Optimization exercise on an open flow, not production practice. RTL: at most simulated, not proved equivalent. The clock port is an ideal driver here. Power: default activity.

$ cat flow/run.sh
#!/bin/bash
# Layout: the standard flow (standard.sh, standard synthesis included), with
# two ORFS arguments changed:
#  - buffer_ports gives every input and output port the smallest buffer, buf_1;
#  - clock_tree_synthesis clusters up to 30 sinks within 100 um per leaf buffer
#    and adds no dummy loads.
# make's full output goes to standard.log in the work folder; ORFS's own step
# logs are under orfs/logs/.
set -euo pipefail
export BUFFER_PORTS_ARGS="-buffer_cell sky130_fd_sc_hd__buf_1"
export CTS_ARGS="-sink_clustering_enable -repair_clock_nets -sink_clustering_size 18 -sink_clustering_max_diameter 60 -buf_list sky130_fd_sc_hd__clkbuf_8 -dont_use_dummy_load"
bash standard.sh > standard.log 2>&1
$ cat standard.sh
#!/bin/bash
# synth_recipe.tcl (not shown) runs the flow's synth.tcl, then flattens the netlist and writes it again
# the make line also repeats each setting of config.mk as NAME=value (left out here)
make -C /OpenROAD-flow-scripts/flow DESIGN_CONFIG=/design/flow/config.mk WORK_HOME=/design/flow/orfs CLKGATE_MAP_FILE= SYNTH_SCRIPT=/design/flow/synth_recipe.tcl "${@:-finish}"
$ cat config.mk
export PLATFORM = sky130hd
export DESIGN_NAME = multi_adc_processing
export DESIGN_NICKNAME = multi_adc_processing
export VERILOG_FILES = /design/flow/design.v
export SDC_FILE = /design/flow/constraint.sdc
export NUM_CORES = 4
export LEC_CHECK = 0
export CAP_MARGIN = 20
export CORE_MARGIN = 2
export CORE_UTILIZATION = 45
export PLACE_DENSITY = 0.6
export SLEW_MARGIN = 20
$ cat constraint.sdc
create_clock -name core_clock -period 10.0 [get_ports {clk}]
set_input_delay 2.0000 -clock core_clock [delete_from_list [all_inputs] [get_ports {clk}]]
set_output_delay 2.0000 -clock core_clock [all_outputs]
set_load 0.01 [all_outputs]
$ cat design.v
package adc_proc_pkg;
   function automatic int log2(input int v);
      log2 = 0;
      for (int i = 0; i < 31; i++) begin
         if ((1 << i) < v) log2 = i + 1;
      end
   endfunction
   function automatic int ptr_w(input int n);
      ptr_w = (n > 1) ? log2(n) : 1;
   endfunction
endpackage
module rr_arbiter
#(
   parameter int N = 3
) (
   input  logic         clk,
   input  logic         reset,
   input  logic [N-1:0] req,
   output logic [N-1:0] grant
);
   localparam int IW = adc_proc_pkg::ptr_w(N);
   logic [IW-1:0] ptr_q;
   logic          found;
   always_comb begin
      grant = '0;
      found = 1'b0;
      for (int k = 0; k < N; k++) begin
         for (int c = 0; c < N; c++) begin
            if (!found && req[c] && ptr_q == IW'((c - k + N) % N)) begin
               found    = 1'b1;
               grant[c] = 1'b1;
            end
         end
      end
   end
   always_ff @(posedge clk) begin
      if (reset) ptr_q <= '0;
      else begin
         for (int c = 0; c < N; c++)
            if (grant[c]) ptr_q <= IW'((c + 1) % N);
      end
   end
endmodule
module multi_adc_processing
#(
   parameter int          N_CH           = 3,
   parameter int          DATA_W         = 16,
   parameter int          DEPTH          = 16,
   parameter int unsigned SCALING_FACTOR = 310866,
   parameter int          SCALE_W        = 20,
   parameter int          SHIFT_FACTOR   = 19,
   parameter int unsigned OFFSET         = 0
) (
   input  logic                   clk,
   input  logic                   reset,
   input  logic [N_CH-1:0]        sample_valid,
   input  logic [N_CH*DATA_W-1:0] sample_data,
   input  logic                   clear_overrun,
   output logic [N_CH*DATA_W-1:0] ave_data,
   output logic [N_CH*DATA_W-1:0] scaled_data,
   output logic [N_CH-1:0]        update_valid,
   output logic [N_CH-1:0]        primed,
   output logic [N_CH-1:0]        overrun
);
   localparam int LOG_D  = adc_proc_pkg::log2(DEPTH);
   localparam int SUM_W  = DATA_W + LOG_D;
   localparam int PROD_W = DATA_W + SCALE_W;
   localparam int CNT_W  = adc_proc_pkg::ptr_w(DEPTH);
   localparam logic [PROD_W-1:0] SAT_MAX = PROD_W'({DATA_W{1'b1}});
   logic [DATA_W-1:0] hold_q   [N_CH];
   logic [DATA_W-1:0] win_q    [N_CH][DEPTH];
   logic [SUM_W-1:0]  sum_q    [N_CH];
   logic [CNT_W-1:0]  cnt_q    [N_CH];
   logic [DATA_W-1:0] scaled_q [N_CH];
   logic [N_CH-1:0]   pending_q, overrun_q, primed_q, upd_q;
   logic [N_CH-1:0]   grant;
   logic [N_CH-1:0]   t1_q, t2_q, t3_q;
   logic [DATA_W-1:0] d1_q, d2_q;
   logic              f2_q;
   logic [SUM_W-1:0]  s3_q;
   logic [DATA_W-1:0] hold_sel, old_sel, ave3, scaled_new;
   logic [SUM_W-1:0]  sum_ld;
   logic [DATA_W-1:0] scaled_ld;
   logic [SUM_W-1:0]  sum_sel, sum_new, old_n, d_ext, ss, sc;
   function automatic logic [SUM_W-1:0] rca_s(input logic [SUM_W-1:0] a, input logic [SUM_W-1:0] b,
                                              input logic cin);
      logic cy;
      cy = cin;
      for (int k = 0; k < SUM_W; k++) begin
         rca_s[k] = a[k] ^ b[k] ^ cy;
         cy       = (a[k] & b[k]) | (a[k] & cy) | (b[k] & cy);
      end
   endfunction
   rr_arbiter #(.N(N_CH)) u_arb (
      .clk   (clk),
      .reset (reset),
      .req   (pending_q),
      .grant (grant)
   );
   always_comb begin
      hold_sel = '0;
      sum_sel  = '0;
      old_sel  = '0;
      for (int i = 0; i < N_CH; i++) begin
         if (grant[i]) hold_sel = hold_sel | hold_q[i];
         if (t2_q[i])  sum_sel  = sum_sel  | sum_q[i];
         if (t2_q[i])  old_sel  = old_sel  | win_q[i][DEPTH-1];
      end
      if (|(t2_q & t3_q)) sum_sel = s3_q;
      old_n   = ~(f2_q ? SUM_W'(old_sel) : '0);
      d_ext   = SUM_W'(d2_q);
      ss      = sum_sel ^ old_n ^ d_ext;
      sc      = SUM_W'(((sum_sel & old_n) | (sum_sel & d_ext) | (old_n & d_ext)) << 1);
      sum_new = rca_s(ss, sc, 1'b1);
      ave3 = DATA_W'(s3_q >> LOG_D);
   end
   if (SCALING_FACTOR == 310866 && SHIFT_FACTOR == 19 && OFFSET == 0 && DATA_W == 16) begin : g_fixed
      logic [15:0] scaled_fixed;
      logic [15:0] na;
      logic m_s1, m_c2, m_s3, m_c4, m_s5, m_c6, m_s7, m_c8, m_s9, m_c10, m_s11, m_c12, m_s13, m_c14, m_s15, m_c16, m_s17, m_c18, m_s19, m_c20, m_s21, m_c22, m_s23, m_c24, m_s25, m_c26, m_s27, m_c28, m_s29, m_c30, m_s31, m_c32, m_s33, m_c34, m_s35, m_c36, m_s37, m_c38, m_s39, m_c40, m_s41, m_c42, m_s43, m_c44, m_s45, m_c46, m_s47, m_c48, m_s49, m_c50, m_s51, m_c52, m_s53, m_c54, m_s55, m_c56, m_s57, m_c58, m_s59, m_c60, m_s61, m_c62, m_s63, m_c64, m_s65, m_c66, m_s67, m_c68, m_s69, m_c70, m_s71, m_c72, m_s73, m_c74, m_s75, m_c76, m_s77, m_c78, m_s79, m_c80, m_s81, m_c82, m_s83, m_c84, m_s85, m_c86, m_s87, m_c88, m_s89, m_c90, m_s91, m_c92, m_s93, m_c94, m_s95, m_c96, m_s97, m_c98, m_s99, m_c100, m_s101, m_c102, m_s103, m_c104, m_s105, m_c106, m_s107, m_c108, m_s109, m_c110, m_s111, m_c112, m_s113, m_c114, m_s115, m_c116, m_s117, m_c118, m_s119, m_c120, m_s121, m_c122, m_s123, m_c124, m_s125, m_c126, m_s127, m_c128, m_s129, m_c130, m_s131, m_c132, m_s133, m_c134, m_s135, m_c136, m_s137, m_c138, m_s139, m_c140, m_s141, m_c142, m_s143, m_c144, m_s145, m_c146, m_s147, m_c148, m_s149, m_c150, m_s151, m_c152, m_s153, m_c154, m_s155, m_c156, m_s157, m_c158, m_s159, m_c160, m_s161, m_c162, m_s163, m_c164, m_s165, m_c166, m_s167, m_c168, m_s169, m_c170, m_s171, m_c172, m_s173, m_c174, m_s175, m_c176, m_s177, m_c178, m_s179, m_c180, m_s181, m_c182, m_s183, m_c184, m_s185, m_c186, m_s187, m_c188, m_s189, m_c190, m_s191, m_c192, m_s193, m_c194, m_s195, m_c196, m_s197, m_c198, m_s199, m_c200, m_s201, m_c202, m_s203, m_c204, m_s205, m_c206, m_s207, m_c208, m_s209, m_c210, m_s211, m_c212, m_s213, m_c214, m_s215, m_c216, m_s217, m_c218;
      assign na = ~ave3;
      assign m_s1 = ~ave3[3];
      assign m_c2 = ave3[3];
      assign m_s3 = ave3[4] ^ ave3[6];
      assign m_c4 = ave3[4] & ave3[6];
      assign m_s5 = ave3[5] ^ ave3[7];
      assign m_c6 = ave3[5] & ave3[7];
      assign m_s7 = ave3[6] ^ ave3[8];
      assign m_c8 = ave3[6] & ave3[8];
      assign m_s9 = ave3[7] ^ ave3[9];
      assign m_c10 = ave3[7] & ave3[9];
      assign m_s11 = ave3[0] ^ ave3[8] ^ ave3[10];
      assign m_c12 = (ave3[0] & ave3[8]) | (ave3[0] & ave3[10]) | (ave3[8] & ave3[10]);
      assign m_s13 = ave3[0] ^ ave3[1] ^ ave3[9];
      assign m_c14 = (ave3[0] & ave3[1]) | (ave3[0] & ave3[9]) | (ave3[1] & ave3[9]);
      assign m_s15 = ave3[11] ^ ave3[14];
      assign m_c16 = ave3[11] & ave3[14];
      assign m_s17 = ave3[1] ^ ave3[2] ^ ave3[10];
      assign m_c18 = (ave3[1] & ave3[2]) | (ave3[1] & ave3[10]) | (ave3[2] & ave3[10]);
      assign m_s19 = ave3[12] ^ ave3[15] ^ na[7];
      assign m_c20 = (ave3[12] & ave3[15]) | (ave3[12] & na[7]) | (ave3[15] & na[7]);
      assign m_s21 = ave3[2] ^ ave3[3] ^ ave3[11];
      assign m_c22 = (ave3[2] & ave3[3]) | (ave3[2] & ave3[11]) | (ave3[3] & ave3[11]);
      assign m_s23 = ave3[13] ^ na[8];
      assign m_c24 = ave3[13] & na[8];
      assign m_s25 = ave3[0] ^ ave3[3] ^ ave3[4];
      assign m_c26 = (ave3[0] & ave3[3]) | (ave3[0] & ave3[4]) | (ave3[3] & ave3[4]);
      assign m_s27 = ave3[12] ^ ave3[14] ^ na[9];
      assign m_c28 = (ave3[12] & ave3[14]) | (ave3[12] & na[9]) | (ave3[14] & na[9]);
      assign m_s29 = ave3[1] ^ ave3[4] ^ ave3[5];
      assign m_c30 = (ave3[1] & ave3[4]) | (ave3[1] & ave3[5]) | (ave3[4] & ave3[5]);
      assign m_s31 = ave3[13] ^ ave3[15] ^ na[10];
      assign m_c32 = (ave3[13] & ave3[15]) | (ave3[13] & na[10]) | (ave3[15] & na[10]);
      assign m_s33 = ave3[2] ^ ave3[5] ^ ave3[6];
      assign m_c34 = (ave3[2] & ave3[5]) | (ave3[2] & ave3[6]) | (ave3[5] & ave3[6]);
      assign m_s35 = ave3[14] ^ na[11];
      assign m_c36 = ave3[14] & na[11];
      assign m_s37 = ave3[3] ^ ave3[6] ^ ave3[7];
      assign m_c38 = (ave3[3] & ave3[6]) | (ave3[3] & ave3[7]) | (ave3[6] & ave3[7]);
      assign m_s39 = ave3[15] ^ na[12];
      assign m_c40 = ave3[15] & na[12];
      assign m_s41 = ave3[4] ^ ave3[7] ^ ave3[8];
      assign m_c42 = (ave3[4] & ave3[7]) | (ave3[4] & ave3[8]) | (ave3[7] & ave3[8]);
      assign m_s43 = ave3[5] ^ ave3[8];
      assign m_c44 = ave3[5] & ave3[8];
      assign m_s45 = ave3[6] ^ ave3[9];
      assign m_c46 = ave3[6] & ave3[9];
      assign m_s47 = ~ave3[7];
      assign m_c48 = ave3[7];
      assign m_s49 = ~ave3[8];
      assign m_c50 = ave3[8];
      assign m_s51 = ~ave3[9];
      assign m_c52 = ave3[9];
      assign m_s53 = ~ave3[10];
      assign m_c54 = ave3[10];
      assign m_s55 = ~ave3[11];
      assign m_c56 = ave3[11];
      assign m_s57 = ave3[5] ^ ave3[8];
      assign m_c58 = ave3[5] & ave3[8];
      assign m_s59 = ave3[9] ^ na[1] ^ m_s3;
      assign m_c60 = (ave3[9] & na[1]) | (ave3[9] & m_s3) | (na[1] & m_s3);
      assign m_s61 = ave3[10] ^ na[2] ^ m_s5;
      assign m_c62 = (ave3[10] & na[2]) | (ave3[10] & m_s5) | (na[2] & m_s5);
      assign m_s63 = ave3[11] ^ na[3] ^ m_s7;
      assign m_c64 = (ave3[11] & na[3]) | (ave3[11] & m_s7) | (na[3] & m_s7);
      assign m_s65 = ave3[12] ^ na[4] ^ m_s9;
      assign m_c66 = (ave3[12] & na[4]) | (ave3[12] & m_s9) | (na[4] & m_s9);
      assign m_s67 = ave3[13] ^ na[5] ^ m_s11;
      assign m_c68 = (ave3[13] & na[5]) | (ave3[13] & m_s11) | (na[5] & m_s11);
      assign m_s69 = na[6] ^ m_s13 ^ m_s15;
      assign m_c70 = (na[6] & m_s13) | (na[6] & m_s15) | (m_s13 & m_s15);
      assign m_s71 = m_s17 ^ m_s19 ^ m_c14;
      assign m_c72 = (m_s17 & m_s19) | (m_s17 & m_c14) | (m_s19 & m_c14);
      assign m_s73 = m_s21 ^ m_s23 ^ m_c18;
      assign m_c74 = (m_s21 & m_s23) | (m_s21 & m_c18) | (m_s23 & m_c18);
      assign m_s75 = m_s25 ^ m_s27 ^ m_c22;
      assign m_c76 = (m_s25 & m_s27) | (m_s25 & m_c22) | (m_s27 & m_c22);
      assign m_s77 = m_s29 ^ m_s31 ^ m_c26;
      assign m_c78 = (m_s29 & m_s31) | (m_s29 & m_c26) | (m_s31 & m_c26);
      assign m_s79 = m_s33 ^ m_s35 ^ m_c30;
      assign m_c80 = (m_s33 & m_s35) | (m_s33 & m_c30) | (m_s35 & m_c30);
      assign m_s81 = m_s37 ^ m_s39 ^ m_c34;
      assign m_c82 = (m_s37 & m_s39) | (m_s37 & m_c34) | (m_s39 & m_c34);
      assign m_s83 = na[13] ^ m_s41 ^ m_c38;
      assign m_c84 = (na[13] & m_s41) | (na[13] & m_c38) | (m_s41 & m_c38);
      assign m_s85 = ave3[9] ^ na[14] ^ m_s43;
      assign m_c86 = (ave3[9] & na[14]) | (ave3[9] & m_s43) | (na[14] & m_s43);
      assign m_s87 = ave3[10] ^ na[15] ^ m_s45;
      assign m_c88 = (ave3[10] & na[15]) | (ave3[10] & m_s45) | (na[15] & m_s45);
      assign m_s89 = ave3[10] ^ ave3[11] ^ m_s47;
      assign m_c90 = (ave3[10] & ave3[11]) | (ave3[10] & m_s47) | (ave3[11] & m_s47);
      assign m_s91 = ave3[11] ^ ave3[12] ^ m_s49;
      assign m_c92 = (ave3[11] & ave3[12]) | (ave3[11] & m_s49) | (ave3[12] & m_s49);
      assign m_s93 = ave3[12] ^ ave3[13] ^ m_s51;
      assign m_c94 = (ave3[12] & ave3[13]) | (ave3[12] & m_s51) | (ave3[13] & m_s51);
      assign m_s95 = ave3[13] ^ ave3[14] ^ m_s53;
      assign m_c96 = (ave3[13] & ave3[14]) | (ave3[13] & m_s53) | (ave3[14] & m_s53);
      assign m_s97 = ave3[14] ^ ave3[15] ^ m_s55;
      assign m_c98 = (ave3[14] & ave3[15]) | (ave3[14] & m_s55) | (ave3[15] & m_s55);
      assign m_s99 = ~(ave3[12] ^ ave3[15]);
      assign m_c100 = ave3[12] | ave3[15];
      assign m_s101 = ave3[0] ^ ave3[2];
      assign m_c102 = ave3[0] & ave3[2];
      assign m_s103 = ave3[1] ^ ave3[3] ^ ave3[6];
      assign m_c104 = (ave3[1] & ave3[3]) | (ave3[1] & ave3[6]) | (ave3[3] & ave3[6]);
      assign m_s105 = ave3[2] ^ ave3[4] ^ ave3[7];
      assign m_c106 = (ave3[2] & ave3[4]) | (ave3[2] & ave3[7]) | (ave3[4] & ave3[7]);
      assign m_s107 = na[0] ^ m_s1 ^ m_s57;
      assign m_c108 = (na[0] & m_s1) | (na[0] & m_s57) | (m_s1 & m_s57);
      assign m_s109 = m_c2 ^ m_s59 ^ m_c58;
      assign m_c110 = (m_c2 & m_s59) | (m_c2 & m_c58) | (m_s59 & m_c58);
      assign m_s111 = m_c4 ^ m_s61 ^ m_c60;
      assign m_c112 = (m_c4 & m_s61) | (m_c4 & m_c60) | (m_s61 & m_c60);
      assign m_s113 = m_c6 ^ m_s63 ^ m_c62;
      assign m_c114 = (m_c6 & m_s63) | (m_c6 & m_c62) | (m_s63 & m_c62);
      assign m_s115 = m_c8 ^ m_s65 ^ m_c64;
      assign m_c116 = (m_c8 & m_s65) | (m_c8 & m_c64) | (m_s65 & m_c64);
      assign m_s117 = m_c10 ^ m_s67 ^ m_c66;
      assign m_c118 = (m_c10 & m_s67) | (m_c10 & m_c66) | (m_s67 & m_c66);
      assign m_s119 = m_c12 ^ m_s69 ^ m_c68;
      assign m_c120 = (m_c12 & m_s69) | (m_c12 & m_c68) | (m_s69 & m_c68);
      assign m_s121 = m_c16 ^ m_s71 ^ m_c70;
      assign m_c122 = (m_c16 & m_s71) | (m_c16 & m_c70) | (m_s71 & m_c70);
      assign m_s123 = m_c20 ^ m_s73 ^ m_c72;
      assign m_c124 = (m_c20 & m_s73) | (m_c20 & m_c72) | (m_s73 & m_c72);
      assign m_s125 = m_c24 ^ m_s75 ^ m_c74;
      assign m_c126 = (m_c24 & m_s75) | (m_c24 & m_c74) | (m_s75 & m_c74);
      assign m_s127 = m_c28 ^ m_s77 ^ m_c76;
      assign m_c128 = (m_c28 & m_s77) | (m_c28 & m_c76) | (m_s77 & m_c76);
      assign m_s129 = m_c32 ^ m_s79 ^ m_c78;
      assign m_c130 = (m_c32 & m_s79) | (m_c32 & m_c78) | (m_s79 & m_c78);
      assign m_s131 = m_c36 ^ m_s81 ^ m_c80;
      assign m_c132 = (m_c36 & m_s81) | (m_c36 & m_c80) | (m_s81 & m_c80);
      assign m_s133 = m_c40 ^ m_s83 ^ m_c82;
      assign m_c134 = (m_c40 & m_s83) | (m_c40 & m_c82) | (m_s83 & m_c82);
      assign m_s135 = m_c42 ^ m_s85 ^ m_c84;
      assign m_c136 = (m_c42 & m_s85) | (m_c42 & m_c84) | (m_s85 & m_c84);
      assign m_s137 = m_c44 ^ m_s87 ^ m_c86;
      assign m_c138 = (m_c44 & m_s87) | (m_c44 & m_c86) | (m_s87 & m_c86);
      assign m_s139 = m_c46 ^ m_s89 ^ m_c88;
      assign m_c140 = (m_c46 & m_s89) | (m_c46 & m_c88) | (m_s89 & m_c88);
      assign m_s141 = m_c48 ^ m_s91 ^ m_c90;
      assign m_c142 = (m_c48 & m_s91) | (m_c48 & m_c90) | (m_s91 & m_c90);
      assign m_s143 = m_c50 ^ m_s93 ^ m_c92;
      assign m_c144 = (m_c50 & m_s93) | (m_c50 & m_c92) | (m_s93 & m_c92);
      assign m_s145 = m_c52 ^ m_s95 ^ m_c94;
      assign m_c146 = (m_c52 & m_s95) | (m_c52 & m_c94) | (m_s95 & m_c94);
      assign m_s147 = m_c54 ^ m_s97 ^ m_c96;
      assign m_c148 = (m_c54 & m_s97) | (m_c54 & m_c96) | (m_s97 & m_c96);
      assign m_s149 = m_c56 ^ m_s99 ^ m_c98;
      assign m_c150 = (m_c56 & m_s99) | (m_c56 & m_c98) | (m_s99 & m_c98);
      assign m_s151 = ~(ave3[13] ^ m_c100);
      assign m_c152 = ave3[13] | m_c100;
      assign m_s153 = ~ave3[14];
      assign m_c154 = ave3[14];
      assign m_s155 = ~ave3[15];
      assign m_c156 = ave3[15];
      assign m_s157 = ave3[0] ^ ave3[3];
      assign m_c158 = ave3[0] & ave3[3];
      assign m_s159 = ave3[1] ^ ave3[4] ^ m_c158;
      assign m_c160 = (ave3[1] & ave3[4]) | (ave3[1] & m_c158) | (ave3[4] & m_c158);
      assign m_s161 = ave3[5] ^ m_s101 ^ m_c160;
      assign m_c162 = (ave3[5] & m_s101) | (ave3[5] & m_c160) | (m_s101 & m_c160);
      assign m_s163 = m_s103 ^ m_c102 ^ m_c162;
      assign m_c164 = (m_s103 & m_c102) | (m_s103 & m_c162) | (m_c102 & m_c162);
      assign m_s165 = m_s105 ^ m_c104 ^ m_c164;
      assign m_c166 = (m_s105 & m_c104) | (m_s105 & m_c164) | (m_c104 & m_c164);
      assign m_s167 = m_s107 ^ m_c106 ^ m_c166;
      assign m_c168 = (m_s107 & m_c106) | (m_s107 & m_c166) | (m_c106 & m_c166);
      assign m_s169 = m_s109 ^ m_c108 ^ m_c168;
      assign m_c170 = (m_s109 & m_c108) | (m_s109 & m_c168) | (m_c108 & m_c168);
      assign m_s171 = m_s111 ^ m_c110 ^ m_c170;
      assign m_c172 = (m_s111 & m_c110) | (m_s111 & m_c170) | (m_c110 & m_c170);
      assign m_s173 = m_s113 ^ m_c112 ^ m_c172;
      assign m_c174 = (m_s113 & m_c112) | (m_s113 & m_c172) | (m_c112 & m_c172);
      assign m_s175 = m_s115 ^ m_c114 ^ m_c174;
      assign m_c176 = (m_s115 & m_c114) | (m_s115 & m_c174) | (m_c114 & m_c174);
      assign m_s177 = m_s117 ^ m_c116 ^ m_c176;
      assign m_c178 = (m_s117 & m_c116) | (m_s117 & m_c176) | (m_c116 & m_c176);
      assign m_s179 = m_s119 ^ m_c118 ^ m_c178;
      assign m_c180 = (m_s119 & m_c118) | (m_s119 & m_c178) | (m_c118 & m_c178);
      assign m_s181 = m_s121 ^ m_c120 ^ m_c180;
      assign m_c182 = (m_s121 & m_c120) | (m_s121 & m_c180) | (m_c120 & m_c180);
      assign m_s183 = m_s123 ^ m_c122 ^ m_c182;
      assign m_c184 = (m_s123 & m_c122) | (m_s123 & m_c182) | (m_c122 & m_c182);
      assign m_s185 = m_s125 ^ m_c124 ^ m_c184;
      assign m_c186 = (m_s125 & m_c124) | (m_s125 & m_c184) | (m_c124 & m_c184);
      assign m_s187 = m_s127 ^ m_c126 ^ m_c186;
      assign m_c188 = (m_s127 & m_c126) | (m_s127 & m_c186) | (m_c126 & m_c186);
      assign m_s189 = m_s129 ^ m_c128 ^ m_c188;
      assign m_c190 = (m_s129 & m_c128) | (m_s129 & m_c188) | (m_c128 & m_c188);
      assign m_s191 = m_s131 ^ m_c130 ^ m_c190;
      assign m_c192 = (m_s131 & m_c130) | (m_s131 & m_c190) | (m_c130 & m_c190);
      assign m_s193 = m_s133 ^ m_c132 ^ m_c192;
      assign m_c194 = (m_s133 & m_c132) | (m_s133 & m_c192) | (m_c132 & m_c192);
      assign m_s195 = m_s135 ^ m_c134 ^ m_c194;
      assign m_c196 = (m_s135 & m_c134) | (m_s135 & m_c194) | (m_c134 & m_c194);
      assign m_s197 = m_s137 ^ m_c136 ^ m_c196;
      assign m_c198 = (m_s137 & m_c136) | (m_s137 & m_c196) | (m_c136 & m_c196);
      assign m_s199 = m_s139 ^ m_c138 ^ m_c198;
      assign m_c200 = (m_s139 & m_c138) | (m_s139 & m_c198) | (m_c138 & m_c198);
      assign m_s201 = m_s141 ^ m_c140 ^ m_c200;
      assign m_c202 = (m_s141 & m_c140) | (m_s141 & m_c200) | (m_c140 & m_c200);
      assign m_s203 = m_s143 ^ m_c142 ^ m_c202;
      assign m_c204 = (m_s143 & m_c142) | (m_s143 & m_c202) | (m_c142 & m_c202);
      assign m_s205 = m_s145 ^ m_c144 ^ m_c204;
      assign m_c206 = (m_s145 & m_c144) | (m_s145 & m_c204) | (m_c144 & m_c204);
      assign m_s207 = m_s147 ^ m_c146 ^ m_c206;
      assign m_c208 = (m_s147 & m_c146) | (m_s147 & m_c206) | (m_c146 & m_c206);
      assign m_s209 = m_s149 ^ m_c148 ^ m_c208;
      assign m_c210 = (m_s149 & m_c148) | (m_s149 & m_c208) | (m_c148 & m_c208);
      assign m_s211 = m_s151 ^ m_c150 ^ m_c210;
      assign m_c212 = (m_s151 & m_c150) | (m_s151 & m_c210) | (m_c150 & m_c210);
      assign m_s213 = m_s153 ^ m_c152 ^ m_c212;
      assign m_c214 = (m_s153 & m_c152) | (m_s153 & m_c212) | (m_c152 & m_c212);
      assign m_s215 = m_s155 ^ m_c154 ^ m_c214;
      assign m_c216 = (m_s155 & m_c154) | (m_s155 & m_c214) | (m_c154 & m_c214);
      assign m_s217 = ~(m_c156 ^ m_c216);
      assign m_c218 = m_c156 | m_c216;
      assign scaled_fixed = {m_s217, m_s215, m_s213, m_s211, m_s209, m_s207, m_s205, m_s203, m_s201, m_s199, m_s197, m_s195, m_s193, m_s191, m_s189, m_s187};
      assign scaled_new = scaled_fixed;
   end else begin : g_generic
      logic [PROD_W-1:0] prod, sh, sh_ofs;
      always_comb begin
         prod       = PROD_W'(ave3) * PROD_W'(SCALING_FACTOR);
         sh         = prod >> SHIFT_FACTOR;
         sh_ofs     = (sh < PROD_W'(OFFSET)) ? '0 : sh - PROD_W'(OFFSET);
         scaled_new = (sh_ofs > SAT_MAX) ? {DATA_W{1'b1}} : DATA_W'(sh_ofs);
      end
   end
   always_ff @(posedge clk) begin
      d1_q <= hold_sel;
      d2_q <= d1_q;
      f2_q <= |(t1_q & primed_q);
      s3_q <= sum_new;
      for (int i = 0; i < N_CH; i++) begin
         if (sample_valid[i]) hold_q[i] <= sample_data[i*DATA_W +: DATA_W];
         if (t2_q[i]) begin
            win_q[i][0] <= d2_q;
            for (int j = 1; j < DEPTH; j++) win_q[i][j] <= win_q[i][j-1];
         end
      end
   end
   always_ff @(posedge clk) begin
      if (reset) begin
         pending_q <= '0;
         overrun_q <= '0;
         primed_q  <= '0;
         upd_q     <= '0;
         t1_q      <= '0;
         t2_q      <= '0;
         t3_q      <= '0;
         for (int i = 0; i < N_CH; i++) begin
            cnt_q[i]    <= '0;
         end
      end else begin
         pending_q <= (pending_q & ~grant) | sample_valid;
         overrun_q <= (clear_overrun ? '0 : overrun_q) | (sample_valid & pending_q & ~grant);
         t1_q      <= grant;
         t2_q      <= t1_q;
         t3_q      <= t2_q;
         upd_q     <= t3_q;
         for (int i = 0; i < N_CH; i++) begin
            if (t1_q[i]) begin
               cnt_q[i] <= cnt_q[i] + CNT_W'(1);
               if (cnt_q[i] == CNT_W'(DEPTH - 1)) primed_q[i] <= 1'b1;
            end
         end
      end
   end
   always_comb begin
      sum_ld    = reset ? '0 : s3_q;
      scaled_ld = reset ? '0 : scaled_new;
   end
   always_ff @(posedge clk) begin
      for (int i = 0; i < N_CH; i++) begin
         if (reset || t3_q[i]) begin
            sum_q[i]    <= sum_ld;
            scaled_q[i] <= scaled_ld;
         end
      end
   end
   always_comb begin
      for (int i = 0; i < N_CH; i++) begin
         ave_data[i*DATA_W +: DATA_W]    = DATA_W'(sum_q[i] >> LOG_D);
         scaled_data[i*DATA_W +: DATA_W] = scaled_q[i];
      end
      update_valid = upd_q;
      primed       = primed_q;
      overrun      = overrun_q;
   end
endmodule
==> metrics.yaml, run 1 <==
sta:
  finalCritPeriodShare: 0.957
  relSlewSlack: 0.402
  drv_slew: 0
  grt_setup_unrepaired: "no"
  worst_pin_slew_ps: 896
  clock_skew_ps: 96.5
  hold_viol: 0
  finalSetupViolCount: 0
  max_freq_ghz: 0.104
  setup_ws_ps: 430
  min_period_ps: 9570
synth:
  synth_nets: 1757
  ys.flop_type: "edfxtp_1"
  synth.most_common_cell: "edfxtp_1"
  yosys_register_bits: 1012
  synthCells: 1580
  synth_largest_area_cell: "edfxtp_1"
  yosys_warnings: 7
  async_flop_share: 0
  synth_edf_count: 924
  synth.distinct_cells: 38
  ys_seq_area_frac: 0.857
  syn_avg_cell_area_um2: 21.8
  netlist_top_cells_area: "edfxtp_1, fa_1, dfxtp_1, a222oi_1, inv_1"
  syn_area_um2: 34400
  synth_top_area_frac: 0.806
  synthTopCellsByCount: "edfxtp_1, fa_1, inv_1"
worst_setup_path:
  startpoint: "s3_q[4]$_DFF_P_"
  critPathCaptureType: "register"
  startpoint_type: "register"
  arrival_ps: 9890
  reg2reg_from: "s3_q[4]$_DFF_P_"
  endpoint: "scaled_q[1][14]$_DFFE_PP_"
  max_stage_delay_ps: 560
  r2r-end: "scaled_q[1][14]$_DFFE_PP_"
  path_max_fanout: 6
  cp.required_ps: 10320
  r2r_cells: 27
  cpMaxStageDelayCell: "fa_1"
  reg2reg_slack_ps: 430
  path_class: "register to register"
  cpMostUsedCell: "fa_1"
placed_design:
  hpwl_um: 35500
  dpl_worst_slack_ps: -108
  io_buffers: 158
  finalWeightedCongestion: 0.787
global_route:
  grt_pass1_vias: 14300
  grt_antenna_before_repair: 4
  overflow: 0
  grt_use_total: 0.143
  grt_max_degree: 101
  grt_first_pass_wirelength_um: 84600
drt:
  vias_per_cell: 4.98
  via_count: 13700
  wl_per_cell_um: 20.1
  drc_errors: 0
  ant_nets: 0
  drtIter0Drc: 1231
  wirelength_um: 55600
  firstDrtPassIters: 6
floorplanning:
  initial_utilization: 0.454
  die_area_um2: 78700
  die_h_um: 281
  num_rows: 101
  ios: 159
  core_um2: 75800
  die_x_um: 281
cts:
  clkLatencyLatePin_ps: 680
  cts_tree: "done"
  cts-buffers-inserted: 74
  hold_buffers: 0
  clk_pin_slew_ps: 70
  clock_sinks: 1012
cells_and_area:
  num-nets-final: 1960
  areaGrowthSynthToFinish_pct: 8.27
  drive_gt1_frac: 0.0904
  fillCellCount: 6134
pwr:
  p_per_area_nw_per_um2: 302
  ir_drop_v: 0.000363
  leakage_nw: 12.2
  power_mw: 11.2
job:
  maxCapViolations: 0
worst_hold_path:
  holdCritPathClass: "register to register"
  min_path_cells: 0
outcome:
  outcome: "timing/DRC/antenna clean"
==> area by class of cell <==
type / instances / area, µm² / area share
inverters: 102 / 383 / 0.0103
repair buffers: 208 / 1030 / 0.0275
flip-flops and latches: 1012 / 29500 / 0.792
multi-input cells: 385 / 4080 / 0.110
clock buffers: 74 / 1020 / 0.0273
diodes: 1 / 2.50 / 0.0000672
well taps: 978 / 1220 / 0.0328
==> per-stage QoR <==
stage               utilization  instances  hold WS, ps  TNS (ps)  area, µm²
global route              0.491       2760          334         0      37300
global placement          0.477       2684          311      -421      36200
CTS                       0.491       2759          332         0      37200
finish                    0.491       2760          329         0      37300
floorplan                     -       1580          310         0      34500
detailed placement        0.478       2685          314      -616      36200
==> critical path, delay by kind of cell (launching register included) <==
kind	cells	cell delay, ps
adders and majority gates	18	7870
and+or+nand+nor	2	220
AOI/OAI and AO/OA	3	410
DFF	1	380
buffers and inverters	4	380
==> sequential cells by signal (all words and copies together), names as in the netlist <==
| register | cells |
|---|---|
| u_arb.ptr_q | 2 |
| t2_q | 3 |
| upd_q | 3 |
| d1_q | 16 |
| overrun_q | 3 |
| cnt_q | 12 |
| primed_q | 3 |
| d2_q | 16 |
| pending_q | 3 |
| t3_q | 3 |
| win_q | 768 |
| t1_q | 3 |
| s3_q | 20 |
| scaled_q | 48 |
| sum_q | 60 |
| hold_q | 48 |
| f2_q | 1 |
==> placed cells by master, fill, tap and decap left out, drive strengths merged <==
cell / count
clkbuf: 76
o311ai: 2
nor3: 3
a21oi: 29
mux2i: 3
nor2: 62
nand2: 7
a41oi: 3
nand3: 2
edfxtp: 924
xor2: 7
o21a: 2
and3: 1
or2: 5
fa: 105
a31o: 1
a211oi: 1
inv: 102
a32oi: 3
nor2b: 33
nor3b: 1
and2: 1
o211ai: 2
diode: 1
o22ai: 2
a222oi: 54
buf: 206
o21ai: 7
nand4: 3
nand2b: 19
xnor2: 5
ha: 18
dfxtp: 88
a2111oi: 2
maj3: 1
a22oi: 1
==> logic make-up after synthesis <==
logic type | Yosys count | synth area share
AO/OA/AOI/OAI | 109 | 0.0254
AND/OR/NAND/NOR | 137 | 0.0197
multiplexers | 3 | 0.000873
buffers and inverters | 183 | 0.0256
XOR/XNOR | 12 | 0.00305
adder cells (fa/ha/maj) | 124 | 0.0679
flip-flops | 1012 | 0.857
==> where the power goes <==
part,internal [mW],switching (mW),leakage (nW)
logic,1.77,2.21,2.41
registers,5.27,0.176,9.28
clock network,0.666,1.15,0.532
==> routing by layer <==
metal / track usage / routed length (µm) / vias up
li1: - / - / 6243
met1: 0.213 / 26300 / 7105
met2: 0.216 / 25400 / 314
met3: 0.0297 / 2770 / 80
met4: 0.0378 / 1090 / 0
met5: 0 / 0 / -
==> worst min-delay path by stage <==
stage / start / to / slack [ps]
finish: d1_q[9]$_DFF_P_ / d2_q[9]$_DFF_P_ / 330
global route: d1_q[9]$_DFF_P_ / d2_q[9]$_DFF_P_ / 330
floorplan: d1_q[0]$_DFF_P_ / d2_q[0]$_DFF_P_ / 310
CTS: d1_q[9]$_DFF_P_ / d2_q[9]$_DFF_P_ / 330
global placement: d1_q[1]$_DFF_P_ / d2_q[1]$_DFF_P_ / 310
detailed placement: d1_q[9]$_DFF_P_ / d2_q[9]$_DFF_P_ / 310
==> what timing repair did <==
item | CTS | global route
cloned | 0 | 0
pin swaps | 0 | 0
resized for setup | 6 | 6
endpoints found under the setup margin | 6 | 6
setup buffers | 0 | 0
==> run 2, diff against run 1 <==
--- a/flow/run.sh
+++ b/flow/run.sh
@@ -8,5 +8,5 @@
 # logs are under orfs/logs/.
 set -euo pipefail
 export BUFFER_PORTS_ARGS="-buffer_cell sky130_fd_sc_hd__buf_1"
-export CTS_ARGS="-sink_clustering_enable -repair_clock_nets -sink_clustering_size 18 -sink_clustering_max_diameter 60 -buf_list sky130_fd_sc_hd__clkbuf_8 -dont_use_dummy_load"
+export CTS_ARGS="-sink_clustering_enable -repair_clock_nets -sink_clustering_size 20 -sink_clustering_max_diameter 70 -buf_list sky130_fd_sc_hd__clkbuf_8 -dont_use_dummy_load"
 bash standard.sh > standard.log 2>&1
==> run 2 against run 1 <==
Effect of this change: power shrank 1.5%; combinational power is essentially flat; hold slack got worse by 41 ps; count of clock-buffer cells in the layout down 15; sequential share of layout area up 0.44 points.
==> metrics.yaml, run 2 <==
worst_hold_path:
  holdCritPathClass: "register to register"
floorplanning:
  initial_utilization: 0.454  # unchanged
  die_x_um: 281  # unchanged
  ios: 159  # unchanged
  die_h_um: 281  # unchanged
  num_rows: 101  # unchanged
  die_area_um2: 78700  # unchanged
  core_um2: 75800  # unchanged
drt:
  wl_met1_um: 26100  # -0.60%
  route.met2.wl_um: 25300  # -0.76%
  firstDrtPassIters: 5  # -1
  drtIter0Drc: 1312  # +6.6%
  via_count: 13600  # -0.85%
  vias_per_cell: 4.96  # -0.31%
  route.met3.wl_um: 2710  # -2.3%
  drc_errors: 0  # unchanged
  ant_nets: 0  # unchanged
  routed.top_layer: "met4"
  wirelength_um: 55000  # -1.2%
  wl_per_cell_um: 20.0  # -0.62%
cells_and_area:
  largestRegisters: "win_q x768, sum_q x60"
  final_cells: 2745  # -0.54%
  max_flop_register: "win_q"
  largest_reg_flops: 768  # unchanged
  final_cell_mix: "edfxtp_1, buf_1, inv_1"
  final_common_cell: "edfxtp_1"
  drive_gt1_frac: 0.0810  # -0.00942
  areaGrowthSynthToFinish_pct: 7.66
  num-nets-final: 1945  # -0.77%
  utilization: 0.489  # -0.00277
synth:
  synthTopCellsByCount: "edfxtp_1, fa_1, inv_1"
  synth_edf_count: 924  # unchanged
  ys.flop_type: "edfxtp_1"
  syn_area_um2: 34400  # unchanged
  ys_seq_area_frac: 0.857  # unchanged
  synth_largest_area_cell: "edfxtp_1"
  yosys_register_bits: 1012  # unchanged
  synth.distinct_cells: 38  # unchanged
  synth_nets: 1757  # unchanged
  async_flop_share: 0  # unchanged
  netlist_top_cells_area: "edfxtp_1, fa_1, dfxtp_1, a222oi_1, inv_1"
  synth_top_area_frac: 0.806  # unchanged
  synthCells: 1580  # unchanged
  yosys_warnings: 7  # unchanged
  synth.most_common_cell: "edfxtp_1"
  syn_avg_cell_area_um2: 21.8  # unchanged
sta:
  relSlewSlack: 0.422  # +0.0199
  finalCritPeriodShare: 0.958  # about the same
  drv_slew: 0  # unchanged
  min_period_ps: 9580  # +5.65 ps
  hold_viol: 0  # unchanged
  clock_skew_ps: 130  # +33.3 ps
  finalSetupViolCount: 0  # unchanged
  max_freq_ghz: 0.104  # about the same
  worst_pin_slew_ps: 867  # -29.9 ps
  grt_setup_unrepaired: "no"
global_route:
  grt_pass1_vias: 14100  # -1.1%
  grt_max_degree: 101  # unchanged
  grt_antenna_before_repair: 4  # unchanged
  grt_first_pass_wirelength_um: 84000  # -0.72%
  overflow: 0  # unchanged
  grt_use_total: 0.141  # -0.00205
worst_setup_path:
  reg2reg_from: "s3_q[15]$_DFF_P_"
  arrival_ps: 9920  # +30 ps
  endpoint: "scaled_q[1][15]$_DFFE_PP_"
  r2r_cells: 27  # unchanged
  cp.required_ps: 10340  # +20 ps
  startpoint: "s3_q[15]$_DFF_P_"
  r2r-end: "scaled_q[1][15]$_DFFE_PP_"
  reg2reg_slack_ps: 420  # about the same
  path_max_fanout: 5  # -1
  critPathCaptureType: "register"
  path_class: "register to register"
  startpoint_type: "register"
pwr:
  combPwrFrac: 0.360  # +0.006
  swShare: 0.316  # +0.00147
  intPower_mw: 7.57  # -1.8%
  p_switching_mw: 3.50  # -1.1%
  pwr-share-seq: 0.492  # +0.008
  ir_drop_v: 0.000363  # about the same
  p_per_area_nw_per_um2: 299  # -0.98%
  power.share.clock: 0.148  # -0.014
  leakage_nw: 12.1  # -0.88%
cts:
  clkLatencyLatePin_ps: 730  # +50 ps
  hold_buffers: 0  # unchanged
  cts_tree: "done"
  cts_setup_buffers: 0  # unchanged
  clk_pin_slew_ps: 120  # +50 ps
  clock_sinks: 1012  # unchanged
  cts-buffers-inserted: 59  # -20%
placed_design:
  hpwl_um: 35500  # unchanged
  finalWeightedCongestion: 0.787  # unchanged
  io_buffers: 158  # unchanged
  dpl.cell_count: 2685  # unchanged
job:
  maxCapViolations: 0  # unchanged
outcome:
  outcome: "timing/DRC/antenna clean"
[run 2: power by group through the flow]
stage | Sequential [mW] | Clock, mW | Combinational [mW]
final | 5.44 | 1.64 | 3.99
after global placement | 5.53 | 0 | 3.99
after floorplan | 5.59 | 0 | 2.49
after detailed placement | 5.54 | 0 | 4.03
after CTS | 5.45 | 1.74 | 4.08
after global routing | 5.48 | 1.87 | 4.62
[run 2: cell families after synthesis]
family / count (synthesis) / synth area share
flip-flops: 1012 / 0.857
buffers and inverters: 183 / 0.0256
AND/OR/NAND/NOR: 137 / 0.0197
adder cells (fa/ha/maj): 124 / 0.0679
AO/OA/AOI/OAI: 109 / 0.0254
XOR/XNOR: 12 / 0.00305
multiplexers: 3 / 0.000873
[run 2: per-stage QoR]
| step | total power, mW | hold slack, ps | worst slack (ps) | instance area (µm²) | setup TNS, ps |
|---|---|---|---|---|---|
| floorplan | 8.09 | 310 | 32.5 | 34500 | 0 |
| global placement | 9.52 | 311 | -82.6 | 36200 | -421 |
| detailed placement | 9.58 | 314 | -108 | 36200 | -616 |
| CTS | 11.3 | 266 | 94.6 | 37000 | 0 |
| global route | 12.0 | 304 | 44.9 | 37100 | 0 |
| finish | 11.1 | 288 | 424 | 37100 | 0 |
[run 2: how the worst min path moves through the flow]
stage	startpoint	cells past startpoint	slack [ps]	endpoint
2_1_floorplan	d1_q[0]$_DFF_P_	0	310	d2_q[0]$_DFF_P_
3_3_place_gp	d1_q[1]$_DFF_P_	0	310	d2_q[1]$_DFF_P_
3_5_place_dp	d1_q[9]$_DFF_P_	0	310	d2_q[9]$_DFF_P_
4_1_cts	win_q[32][11]$_DFFE_PP_	0	270	win_q[33][11]$_DFFE_PP_
5_1_grt	win_q[32][11]$_DFFE_PP_	0	300	win_q[33][11]$_DFFE_PP_
6_report	win_q[32][11]$_DFFE_PP_	0	290	win_q[33][11]$_DFFE_PP_
[run 2: timing repair]
item,CTS,global route
resized for setup,4,5
pin swaps,0,0
setup endpoints to repair,6,6
[run 2: worst max-delay path, cell delays in order (launching register included)]
cell and delay, ps:
dfxtp_1 560, fa_1 490, inv_1 80, fa_1 430, fa_1 520, inv_1 50, o21ai_0 280, a31o_2 150
o311ai_1 130, fa_2 430, fa_1 450, fa_1 470, fa_2 420, fa_2 400, fa_1 460, fa_2 420
fa_1 460, fa_2 410, fa_1 450, fa_1 460, fa_1 460, fa_1 420, inv_1 80, fa_1 170
inv_1 50, fa_1 380, xor2_1 140, nor2_1 80
[run 2: area by class of cell]
cell class	count	area, µm²
timing repair buffer	208	1030
clock buffer	59	812
multi-input combinational	385	4080
fill	6128	38800
sequential	1012	29500
inverter	102	383
tap	978	1220
antenna	1	2.50
[run 2: metal layers]
layer  GRT usage  vias up
li1            -     6207
met1       0.213     7078
met2       0.215      271
met3      0.0273       69
met4      0.0293        0
met5           0        -
==> run 3, diff against run 2 <==
==> flow/run.sh (replaced) <==
#!/bin/bash
# Layout: the standard flow (standard.sh), with these changes:
#  - after the standard synthesis, flow/polfix.py re-balances inverter polarity
#    around the full adders (fa(~a,~b,~c) = ~fa(a,b,c)), leaving every register
#    and all logic functions as synthesis made them, with fewer inverters;
#  - buffer_ports gives every input and output port the smallest buffer, buf_1;
#  - clock_tree_synthesis uses clkbuf_8, clusters up to 20 sinks within 70 um
#    per leaf buffer, and adds no dummy loads.
# Each step's full output goes to its own log in the work folder (synth.log,
# polfix.log, standard.log); ORFS's own step logs are under orfs/logs/.
set -euo pipefail
export BUFFER_PORTS_ARGS="-buffer_cell sky130_fd_sc_hd__buf_1"
export CTS_ARGS="-sink_clustering_enable -repair_clock_nets -sink_clustering_size 20 -sink_clustering_max_diameter 70 -buf_list sky130_fd_sc_hd__clkbuf_8 -dont_use_dummy_load"
bash standard.sh synth > synth.log 2>&1
R=orfs/results/${FLOW_PLATFORM}/multi_adc_processing/base
if python3 flow/polfix.py "$R/1_2_yosys.v" "$R/1_2_yosys_pol.v" > polfix.log 2>&1; then
   cp "$R/1_2_yosys.v" "$R/1_2_yosys_std.v"
   # newer than 1_synth.odb, so make reloads the netlist before floorplan
   cp "$R/1_2_yosys_pol.v" "$R/1_2_yosys.v"
fi
bash standard.sh > standard.log 2>&1
==> flow/polfix.py (new file) <==
#!/usr/bin/env python3
"""Re-balance inverter polarity around full adders in a Yosys netlist.

sky130's full adder is self-dual: fa(~a, ~b, ~c) = (~sum, ~cout). Synthesis leaves
inverters between full adders that cancel once some adders are read in the other
polarity. This script removes the netlist's plain inverters (inv_*), picks for
each full adder whether to use it inverted so that fewest inverters are needed,
and puts back one inverter per net that still needs its complement.

usage: polfix.py IN.v OUT.v
"""
import re, sys, collections

src = open(sys.argv[1]).read()
OUT = {'X', 'Y', 'Q', 'Q_N', 'SUM', 'COUT', 'HI', 'LO'}
inst_re = re.compile(r'^(\s*)(sky130_fd_sc_hd__(\w+))\s+(\S+)\s*\((.*?)\);\n', re.S | re.M)
pin_re = re.compile(r'\.(\w+)\(([^()]*)\)')

m_ports = re.search(r'module\s+\w+\s*\(([^)]*)\)', src)
ports = {p.strip() for p in m_ports.group(1).split(',')}

def base(n):
    n = n.strip()
    if n.startswith('\\'):
        n = n[1:]
    return re.sub(r'\s*\[\d+\]$', '', n).strip()

cells = []          # (name, type, [(pin, net)])
for m in inst_re.finditer(src):
    pins = [(p, n.strip()) for p, n in pin_re.findall(m.group(5))]
    cells.append((m.group(4), m.group(3), pins))

drv = {}
for name, typ, pins in cells:
    for p, n in pins:
        if p in OUT:
            drv[n] = name
ctype = {name: typ for name, typ, _ in cells}
cpins = {name: dict(pins) for name, typ, pins in cells}

def is_port(n):
    return base(n) in ports

elig = {name for name, typ, pins in cells
        if typ.startswith('inv_') and not is_port(cpins[name]['Y'])}

def root(n):
    par = 0
    while n in drv and drv[n] in elig:
        n = cpins[drv[n]]['A']
        par ^= 1
    return n, par

edges = []          # (root net, consumer cell, pin, parity)
for name, typ, pins in cells:
    if name in elig:
        continue
    for p, n in pins:
        if p in OUT or p == 'CLK':
            continue
        r, par = root(n)
        edges.append((r, name, p, par))

fas = [name for name, typ, pins in cells if typ.startswith('fa_')
       and not any(is_port(n) for p, n in pins if p in OUT)]
flip = {}
by_cell = collections.defaultdict(list)
for e in edges:
    by_cell[e[1]].append(e)
    d = drv.get(e[0])
    if d:
        by_cell[d].append(e)

def need(r):
    # does net r need an inverted copy?
    return any(par ^ flip.get(c, 0) ^ flip.get(drv.get(r), 0)
               for (rr, c, p, par) in by_root[r])
by_root = collections.defaultdict(list)
for e in edges:
    by_root[e[0]].append(e)

def local_cost(f):
    nets = {e[0] for e in by_cell[f]}
    return sum(1 for r in nets if need(r))

improved = True
while improved:
    improved = False
    for f in fas:
        before = local_cost(f)
        flip[f] = 1 - flip.get(f, 0)
        if local_cost(f) < before:
            improved = True
        else:
            flip[f] = 1 - flip.get(f, 0)

# rebuild
invnet = {}
newcells = []
def inv_of(r):
    if r not in invnet:
        k = len(invnet)
        invnet[r] = f'polinv_{k}_y'
        ra = r + ' ' if r.startswith('\\') else r
        newcells.append(f'  sky130_fd_sc_hd__inv_1 polinv_{k} (\n    .A({ra}),\n    .Y(polinv_{k}_y)\n  );\n')
    return invnet[r]

conn = {}
for r, c, p, par in edges:
    if par ^ flip.get(c, 0) ^ flip.get(drv.get(r), 0):
        conn[(c, p)] = inv_of(r)
    else:
        conn[(c, p)] = r

def rewrite(m):
    name = m.group(4)
    if name in elig:
        return ''
    body = m.group(5)
    def rp(pm):
        key = (name, pm.group(1))
        if key in conn:
            n = conn[key]
            return f'.{pm.group(1)}({n} )' if n.startswith('\\') else f'.{pm.group(1)}({n})'
        return pm.group(0)
    return m.group(1) + m.group(2) + ' ' + name + ' (' + pin_re.sub(rp, body) + ');\n'

out = inst_re.sub(rewrite, src)
decl = ''.join(f'  wire {w};\n' for w in invnet.values())
out = out.replace('\nendmodule', '\n' + decl + ''.join(newcells) + 'endmodule', 1)
open(sys.argv[2], 'w').write(out)
sys.stderr.write(f'inverters: {len([c for c in cells if c[1].startswith("inv_")])} -> '
                 f'{len(invnet) + len([c for c in cells if c[1].startswith("inv_")]) - len(elig)}, '
                 f'full adders used inverted: {sum(flip.values())}\n')
--- a/config.mk
+++ b/config.mk
@@ -8,5 +8,7 @@
 export CAP_MARGIN = 20
 export CORE_MARGIN = 2
 export CORE_UTILIZATION = 45
+export GPL_ROUTABILITY_DRIVEN = 0
+export GPL_TIMING_DRIVEN = 0
 export PLACE_DENSITY = 0.6
 export SLEW_MARGIN = 20
==> run 3 against run 2 <==
Effect of this change: still clean on timing, DRC and antenna; cell count grew 0.33%; count of clock-buffer cells in the layout shrank 1; fmax shrank 0.25%; sequential cell count is the same; die area shrank 0.44%; sequential power grew 1%; synthesized cell count shrank 2.6%; global-route usage grew 0.44 points; critical path depth shrank 2; routed wire length grew 2.7%; area after synthesis shrank 0.45%.
==> metrics.yaml, run 3 <==
outcome:
  outcome: "timing/DRC/antenna clean"
drt:
  drtIter0Drc: 1451  # +11%
  wirelength_um: 56400  # +2.7%
  drc_errors: 0  # unchanged
  firstDrtPassIters: 7  # +2
  ant_nets: 0  # unchanged
  wl_per_cell_um: 20.5  # +2.3%
  vias_per_cell: 5.02  # +1.2%
  via_count: 13800  # +1.5%
floorplanning:
  die_h_um: 280  # -0.22%
  num_rows: 101  # unchanged
  core_um2: 75700  # -0.17%
  ios: 159  # unchanged
  die_x_um: 280  # -0.22%
  initial_utilization: 0.453  # -0.00128
  die_area_um2: 78400  # -0.44%
pwr:
  power_mw: 10.9  # -1.4%
  p_per_area_nw_per_um2: 291  # -2.5%
  ir_drop_v: 0.000330  # -9.0%
  leakage_nw: 12.1  # about the same
worst_setup_path:
  path_class: "register to register"
  cp.required_ps: 10610  # +270 ps
  startpoint_type: "register"
  critPathCaptureType: "register"
  max_stage_delay_ps: 820  # +260 ps
  cpMostUsedCell: "fa_2"
  cpMaxStageDelayCell: "dfxtp_4"
  path_max_fanout: 66  # +61
  arrival_ps: 10210  # +290 ps
placed_design:
  io_buffers: 157  # -0.63%
  hpwl_um: 37000  # +4.2%
  dpl_worst_slack_ps: -613  # -505 ps
sta:
  hold_viol: 0  # unchanged
  hold_ws_ps: 328  # +39.7 ps
  max_freq_ghz: 0.104  # -0.25%
  finalSetupViolCount: 0  # unchanged
  clock_skew_ps: 70.6  # -59.2 ps
  relSlewSlack: 0.276  # -0.146
  finalCritPeriodShare: 0.960  # +0.00236
  min_period_ps: 9600  # +23.6 ps
  drv_slew: 0  # unchanged
  worst_pin_slew_ps: 1090  # +219 ps
  grt_setup_unrepaired: "no"
  setup_ws_ps: 401  # -23.6 ps
synth:
  syn_area_um2: 34300  # -0.45%
  yosys_warnings: 7  # unchanged
  synthCells: 1539  # -2.6%
  syn_avg_cell_area_um2: 22.3  # +2.2%
  synth_nets: 1716  # -2.3%
job:
  maxCapViolations: 0  # unchanged
global_route:
  overflow: 0  # unchanged
  grt_antenna_before_repair: 2  # -2
  grt_max_degree: 67  # -34%
  grt_first_pass_wirelength_um: 85900  # +2.2%
  grt_pass1_vias: 14100  # +0.23%
  grt_use_total: 0.145  # +0.00443
cells_and_area:
  largestRegisters: "win_q x768, sum_q x60"
  areaGrowthSynthToFinish_pct: 9.36
  drive_gt1_frac: 0.108  # +0.0273
  final_common_cell: "edfxtp_1"
  num-nets-final: 1952  # +0.36%
  final_cell_mix: "edfxtp_1, buf_1, fa_1"
  largest_reg_flops: 768  # unchanged
  max_flop_register: "win_q"
cts:
  clock_sinks: 1012  # unchanged
  clkLatencyLatePin_ps: 700  # -30 ps
  clk_pin_slew_ps: 120  # about the same
  hold_buffers: 0  # unchanged
  cts_tree: "done"
  cts-buffers-inserted: 58  # -1.7%
worst_hold_path:
  holdCritPathClass: "register to register"
## run 3: cell count changes in the layout (fill, tap and decap cells not counted), sizes merged
cell and change:
clkinvlp +1, buf +29, inv -42, clkbuf +19
diode +2
## run 3: worst paths after layout
check,start,endpoint,slack [ps],cells after the start
worst max-delay path,t2_q[1]$_SDFF_PP0_,s3_q[18]$_DFF_P_,400,25
worst min-delay path,d1_q[7]$_DFF_P_,d2_q[7]$_DFF_P_,330,0
worst max register to register,t2_q[1]$_SDFF_PP0_,s3_q[18]$_DFF_P_,400,25
worst min register to register,d1_q[7]$_DFF_P_,d2_q[7]$_DFF_P_,330,0
## run 3: cell type report
cell class | instances | area [µm²]
diodes | 3 | 7.51
plain buffers | 78 | 503
clock buffers | 58 | 798
fillers | 6055 | 38200
inverters | 61 | 233
multi-input cells | 385 | 4130
flip-flops and latches | 1012 | 29600
well taps | 978 | 1220
repair buffers | 179 | 1020
## run 3: routing by layer
metal | wire length, µm | part of all wire | GRT usage
met3 | 3780 | 0.067 | 0.0326
met1 | 26300 | 0.47 | 0.215
met2 | 25300 | 0.45 | 0.221
met5 | 0 | 0 | 0
met4 | 1020 | 0.018 | 0.0350
## run 3: power by group
part	total, mW	switching, mW	leakage, nW	internal, mW
combinational	3.76	2.07	2.41	1.68
sequential	5.52	0.244	9.29	5.28
clock	1.63	1.11	0.417	0.521
## run 3: repair_timing
item,CTS,global route
setup endpoints to repair,14,10
pin swaps,0,1
setup buffers,5,3
gates resized for setup,26,13
## run 3: worst max-delay path: cells and delay by family (launching register included)
family | cells | cell delay, ps
buf+inv | 4 | 1200
flops | 1 | 820
fa+ha+maj | 19 | 6980
compound gates | 2 | 450
## run 3: stage by stage
stage	std cells	setup TNS (ps)	util	cell area, µm²
global route	2752	0	0.495	37500
detailed placement	2688	-5150	0.482	36500
global placement	2674	-12000	0.478	36200
finish	2754	0	0.495	37500
CTS	2749	0	0.494	37400
floorplan	1539	0	-	34300
==> run 4, diff against run 3 <==
--- a/config.mk
+++ b/config.mk
@@ -8,7 +8,5 @@
 export CAP_MARGIN = 20
 export CORE_MARGIN = 2
 export CORE_UTILIZATION = 45
-export GPL_ROUTABILITY_DRIVEN = 0
-export GPL_TIMING_DRIVEN = 0
 export PLACE_DENSITY = 0.6
 export SLEW_MARGIN = 20
==> run 4 against run 3 <==
Effect of this change: hold slack got worse by 55 ps; cell count shrank 1.4%; fmax grew 0.41%; area after synthesis unchanged; clock power is 2% higher; global-route usage increased by 0.49 points; final area fell by 1.3%; sequential power shrank 2%; largest power group unchanged; sequential share of layout area up 0.93 points; critical path depth up 2; routed wire length is 3.9% higher.
==> metrics.yaml, run 4 <==
placed_design:
  hpwl_um: 37600  # +1.7%
  finalWeightedCongestion: 0.768
  io_buffers: 158  # +0.64%
  dpl_worst_slack_ps: -140  # +473 ps
  place_area_um2: 36100  # -1.1%
cts:
  clk_pin_slew_ps: 120  # about the same
  cts_tree: "done"
  cts-buffers-inserted: 60  # +3.4%
  clock_sinks: 1012  # unchanged
  hold_buffers: 0  # unchanged
  clkLatencyLatePin_ps: 760  # +60 ps
sta:
  finalCritPeriodShare: 0.956  # -0.00395
  grt_setup_unrepaired: "no"
  setup_tns_ps: 0  # unchanged
  clock_skew_ps: 128  # +57.1 ps
  finalSetupViolCount: 0  # unchanged
  worst_pin_slew_ps: 1100  # +18.6 ps
  max_freq_ghz: 0.105  # +0.41%
  min_period_ps: 9560  # -39.5 ps
  relSlewSlack: 0.264  # -0.0124
  setup_ws_ps: 440  # +39.5 ps
  drv_slew: 0  # unchanged
  hold_viol: 0  # unchanged
job:
  maxCapViolations: 0  # unchanged
cells_and_area:
  areaGrowthSynthToFinish_pct: 7.97
  max_flop_register: "win_q"
  num-nets-final: 1917  # -1.8%
  drive_gt1_frac: 0.0949  # -0.0134
  largestRegisters: "win_q x768, sum_q x60"
  fin_area_um2: 37000  # -1.3%
  largest_reg_flops: 768  # unchanged
  diodes: 0  # -3
  final_common_cell: "edfxtp_1"
  final_cell_mix: "edfxtp_1, buf_1, fa_1"
worst_setup_path:
  cp.required_ps: 10390  # -220 ps
  reg2reg_slack_ps: 440  # +40 ps
  crit_buf_inv: 3  # -1
  cpMostUsedCell: "fa_1"
  arrival_ps: 9950  # -260 ps
  path_max_fanout: 4  # -94%
  reg2reg_from: "s3_q[10]$_DFF_P_"
  startpoint_type: "register"
  cpMaxStageDelayCell: "fa_1"
  critPathTopFamily: "adder cells"
  critPathCaptureType: "register"
  path_class: "register to register"
  r2r_cells: 27  # +8.0%
  r2r-end: "scaled_q[1][14]$_DFFE_PP_"
  max_stage_delay_ps: 540  # -280 ps
floorplanning:
  initial_utilization: 0.453  # unchanged
  num_rows: 101  # unchanged
  die_x_um: 280  # unchanged
  die_h_um: 280  # unchanged
  ios: 159  # unchanged
  core_um2: 75700  # unchanged
  die_area_um2: 78400  # unchanged
drt:
  drtIter0Drc: 1341  # -7.6%
  drc_errors: 0  # unchanged
  ant_nets: 0  # unchanged
  wl_per_cell_um: 21.6  # +5.4%
  via_count: 13700  # -1.1%
  vias_per_cell: 5.04  # +0.30%
  wirelength_um: 58600  # +3.9%
  firstDrtPassIters: 8  # +1
global_route:
  grt_use_total: 0.150  # +0.00486
  grt_max_degree: 83  # +24%
  grt_pass1_vias: 13900  # -1.7%
  overflow: 0  # unchanged
  grt_antenna_before_repair: 2  # unchanged
  grt_first_pass_wirelength_um: 87400  # +1.7%
worst_hold_path:
  min_path_cells: 0  # unchanged
  hp-start: "d1_q[15]$_DFF_P_"
  whs_endpoint: "d2_q[15]$_DFF_P_"
  holdCritPathClass: "register to register"
synth:
  synthCells: 1539  # unchanged
  syn_area_um2: 34300  # unchanged
  syn_avg_cell_area_um2: 22.3  # unchanged
  yosys_warnings: 7  # unchanged
  synth_nets: 1716  # unchanged
pwr:
  swShare: 0.316  # +0.00166
  power.share.clock: 0.150  # about the same
  leakage_nw: 12.0  # -1.3%
  ir_drop_v: 0.000368  # +11%
  intPower_mw: 7.62  # +1.8%
  combPwrFrac: 0.362  # +0.018
  power_mw: 11.1  # +2.1%
  p_per_area_nw_per_um2: 301  # +3.4%
  p_switching_mw: 3.52  # +2.6%
  pwr-share-seq: 0.488  # -0.018
outcome:
  outcome: "timing/DRC/antenna clean"
## run 4: worst reg2reg max path: stages, from the launching register on
cell and delay (ps):
dfxtp_2 360, ha_1 300, fa_1 500, inv_1 60
fa_1 540, or2_2 120, o311ai_0 190, o211ai_1 240
a31o_2 190, o311ai_2 140, fa_2 420, fa_1 460
fa_2 410, fa_2 400, fa_2 400, fa_1 470
fa_2 410, fa_1 450, fa_1 460, fa_1 460
fa_1 460, fa_1 460, fa_1 420, inv_1 80
fa_1 170, inv_1 50, fa_1 430, nor2b_1 170
## run 4: metrics by stage
stage                     instances   util  hold WS (ps)
after floorplan                1539      -           310
after global placement         2653  0.477           311
after detailed placement       2654  0.477           312
after CTS                      2714  0.488           267
after global routing           2716  0.489           239
final                          2716  0.489           273
## run 4: how the worst max path moves through the flow
| stage | slack [ps] | cells past startpoint | from | end |
|---|---|---|---|---|
| floorplan | 8 | 26 | t2_q[0]$_SDFF_PP0_ | s3_q[18]$_DFF_P_ |
| global placement | -130 | 28 | s3_q[13]$_DFF_P_ | scaled_q[0][15]$_DFFE_PP_ |
| detailed placement | -140 | 27 | s3_q[13]$_DFF_P_ | scaled_q[1][14]$_DFFE_PP_ |
| CTS | 7 | 27 | s3_q[13]$_DFF_P_ | scaled_q[1][14]$_DFFE_PP_ |
| global route | 60 | 28 | s3_q[10]$_DFF_P_ | scaled_q[0][15]$_DFFE_PP_ |
| finish | 440 | 27 | s3_q[10]$_DFF_P_ | scaled_q[1][14]$_DFFE_PP_ |
## run 4: layer usage
layer / vias to the layer above / wire, µm / track usage
met1: 7101 / 27800 / 0.228
met4: 0 / 1130 / 0.0348
met2: 366 / 26000 / 0.222
li1: 6149 / - / -
met5: - / 0 / 0
met3: 70 / 3670 / 0.0354
## run 4: layout make-up
type | count | area [µm²]
fill | 6056 | 38700
sequential | 1012 | 29500
clock buffer | 60 | 826
timing repair buffer | 220 | 1080
multi-input combinational | 385 | 4110
tap | 978 | 1220
inverter | 61 | 229
## run 4: repair_timing
item / CTS / global route
resized for setup: 2 / 15
buffers inserted: 0 / 1
gates cloned: 0 / 0
endpoints found under the setup margin: 6 / 9
pin swaps: 0 / 2
## run 4: power groups by stage
stage                     combinational [mW]  clock, mW  sequential, mW
after floorplan                         2.46          0            5.59
after global placement                  3.98          0            5.52
after detailed placement                3.98          0            5.53
after CTS                               4.02       1.76            5.44
after global routing                    4.71       1.90            5.48
final                                   4.04       1.67            5.43
==> run 5, diff against run 4 <==
--- a/config.mk
+++ b/config.mk
@@ -8,5 +8,5 @@
 export CAP_MARGIN = 20
 export CORE_MARGIN = 2
 export CORE_UTILIZATION = 45
-export PLACE_DENSITY = 0.6
+export PLACE_DENSITY = 0.75
 export SLEW_MARGIN = 20
==> run 5 against run 4 <==
Effect of this change: area after synthesis unchanged; combinational power barely moved; global-route usage is 0.73 points lower; routed wire length decreased by 4.4%; cell count decreased by 0.55%; fmax hardly changed; first-iteration DRC count grew 1.6%; count of clock-buffer cells in the layout down 1; via count down 0.60%; clock power decreased by 3%; non-clock buffer count shrank 15; critical endpoint is now scaled_q[0][15]$_DFFE_PP_.
==> metrics.yaml, run 5 <==
job:
  maxCapViolations: 0  # unchanged
sta:
  hold_ws_ps: 333  # +59.8 ps
  worst_pin_slew_ps: 1210  # +107 ps
  grt_setup_unrepaired: "no"
  hold_viol: 0  # unchanged
  clock_skew_ps: 139  # +10.9 ps
  finalCritPeriodShare: 0.956  # about the same
  drv_slew: 0  # unchanged
  max_freq_ghz: 0.105  # about the same
  finalSetupViolCount: 0  # unchanged
  min_period_ps: 9560  # -4.50 ps
drt:
  drc_errors: 0  # unchanged
  firstDrtPassIters: 8  # unchanged
  ant_nets: 0  # unchanged
  vias_per_cell: 5.04  # about the same
  drtIter0Drc: 1362  # +1.6%
  wl_per_cell_um: 20.7  # -3.9%
cells_and_area:
  max_flop_register: "win_q"
  areaGrowthSynthToFinish_pct: 7.59
  fillCellCount: 5933  # -2.0%
  largestRegisters: "win_q x768, sum_q x60"
  final_common_cell: "edfxtp_1"
  num-nets-final: 1901  # -0.83%
  final_cells: 2701  # -0.55%
  largest_reg_flops: 768  # unchanged
  final_cell_mix: "edfxtp_1, buf_1, fa_1"
worst_hold_path:
  hp-start: "d1_q[12]$_DFF_P_"
  holdCritPathClass: "register to register"
placed_design:
  dpl.cell_count: 2640  # -0.53%
  io_buffers: 158  # unchanged
  hpwl_um: 36800  # -2.2%
  finalWeightedCongestion: 0.827  # +7.7%
floorplanning:
  initial_utilization: 0.453  # unchanged
  num_rows: 101  # unchanged
  die_area_um2: 78400  # unchanged
  die_x_um: 280  # unchanged
  ios: 159  # unchanged
  core_um2: 75700  # unchanged
  die_h_um: 280  # unchanged
worst_setup_path:
  cp.required_ps: 10350  # -40 ps
  path_max_fanout: 5  # +1
  max_stage_delay_ps: 560  # +20 ps
  cpMaxStageDelayCell: "fa_1"
  reg2reg_from: "s3_q[11]$_DFF_P_"
  path_class: "register to register"
  cpMostUsedCell: "fa_1"
  startpoint: "s3_q[11]$_DFF_P_"
  critPathCaptureType: "register"
  arrival_ps: 9910  # -40 ps
  startpoint_type: "register"
cts:
  clock_sinks: 1012  # unchanged
  cts_setup_buffers: 0  # unchanged
  hold_buffers: 0  # unchanged
  clk_pin_slew_ps: 120  # about the same
  clkLatencyLatePin_ps: 730  # -30 ps
  cts_tree: "done"
  cts-buffers-inserted: 59  # -1.7%
synth:
  syn_avg_cell_area_um2: 22.3  # unchanged
  yosys_warnings: 7  # unchanged
  synth_nets: 1716  # unchanged
  syn_area_um2: 34300  # unchanged
  synthCells: 1539  # unchanged
global_route:
  grt_antenna_before_repair: 6  # +4
  grt_pass1_vias: 14100  # +1.5%
  overflow: 0  # unchanged
  grt_first_pass_wirelength_um: 84200  # -3.7%
  grt_max_degree: 128  # +54%
pwr:
  p_per_area_nw_per_um2: 301  # -0.19%
  ir_drop_v: 0.000464  # +26%
  leakage_nw: 11.9  # -0.70%
outcome:
  outcome: "timing/DRC/antenna clean"
==> run 5: cell types whose count changed in the layout (fill, tap and decap cells not counted), sizes merged <==
| cell | change |
|---|---|
| diode | +1 |
| buf | -16 |
==> run 5: routing by layer <==
metal	vias to the layer above	part of all wire	GRT usage	routed length (µm)
met4	2	0.020	0.0344	1140
met3	82	0.073	0.0334	4110
met1	6921	0.45	0.206	25100
met5	-	0.00036	0	20
met2	474	0.46	0.223	25700
li1	6125	-	-	-
==> run 5: worst paths after layout <==
path | end | slack (ps) | cells past startpoint
max | scaled_q[0][15]$_DFFE_PP_ | 440 | 28
min | d2_q[12]$_DFF_P_ | 330 | 0
max reg2reg | scaled_q[0][15]$_DFFE_PP_ | 440 | 28
min reg2reg | d2_q[12]$_DFF_P_ | 330 | 0
==> run 5: where the power goes <==
group          total [mW]  switching (mW)  internal [mW]
Sequential           5.44           0.172           5.27
Clock                1.62            1.10          0.529
Combinational        4.02            2.24           1.77
Total                11.1            3.51           7.57
==> run 5: critical path, delay by kind of cell (launching register included) <==
family          cells  cell delay [ps]
compound gates      4              470
xor+xnor            1              180
fa+ha+maj          18             7690
buf+inv             3              220
flops               1              400
simple gates        2              240
==> run 5: final cells by class <==
class / count / area [µm²] / area share
Sequential cell: 1012 / 29500 / 0.801
Multi-Input combinational cell: 385 / 4090 / 0.111
Tap cell: 978 / 1220 / 0.0332
Timing Repair Buffer: 205 / 976 / 0.0265
Clock buffer: 59 / 812 / 0.0220
Inverter: 61 / 229 / 0.00621
Antenna cell: 1 / 2.50 / 0.0000679
==> run 5: what timing repair did <==
item	CTS	global route
hold endpoints to repair	0	0
pin swaps	0	0
endpoints found under the setup margin	6	9
gates cloned	0	0
gates resized for setup	3	10
==> run 5: per-stage QoR <==
step                total power [mW]  setup TNS [ps]  setup slack, ps   util  cell area, µm²
floorplan                       8.05               0             7.99      -           34300
global placement                9.49           -27.9            -9.32  0.476           36000
detailed placement              9.49            -615             -123  0.476           36000
CTS                             11.1               0             17.5  0.487           36800
global route                    11.9               0             12.2  0.487           36900
finish                          11.1               0              445  0.487           36900
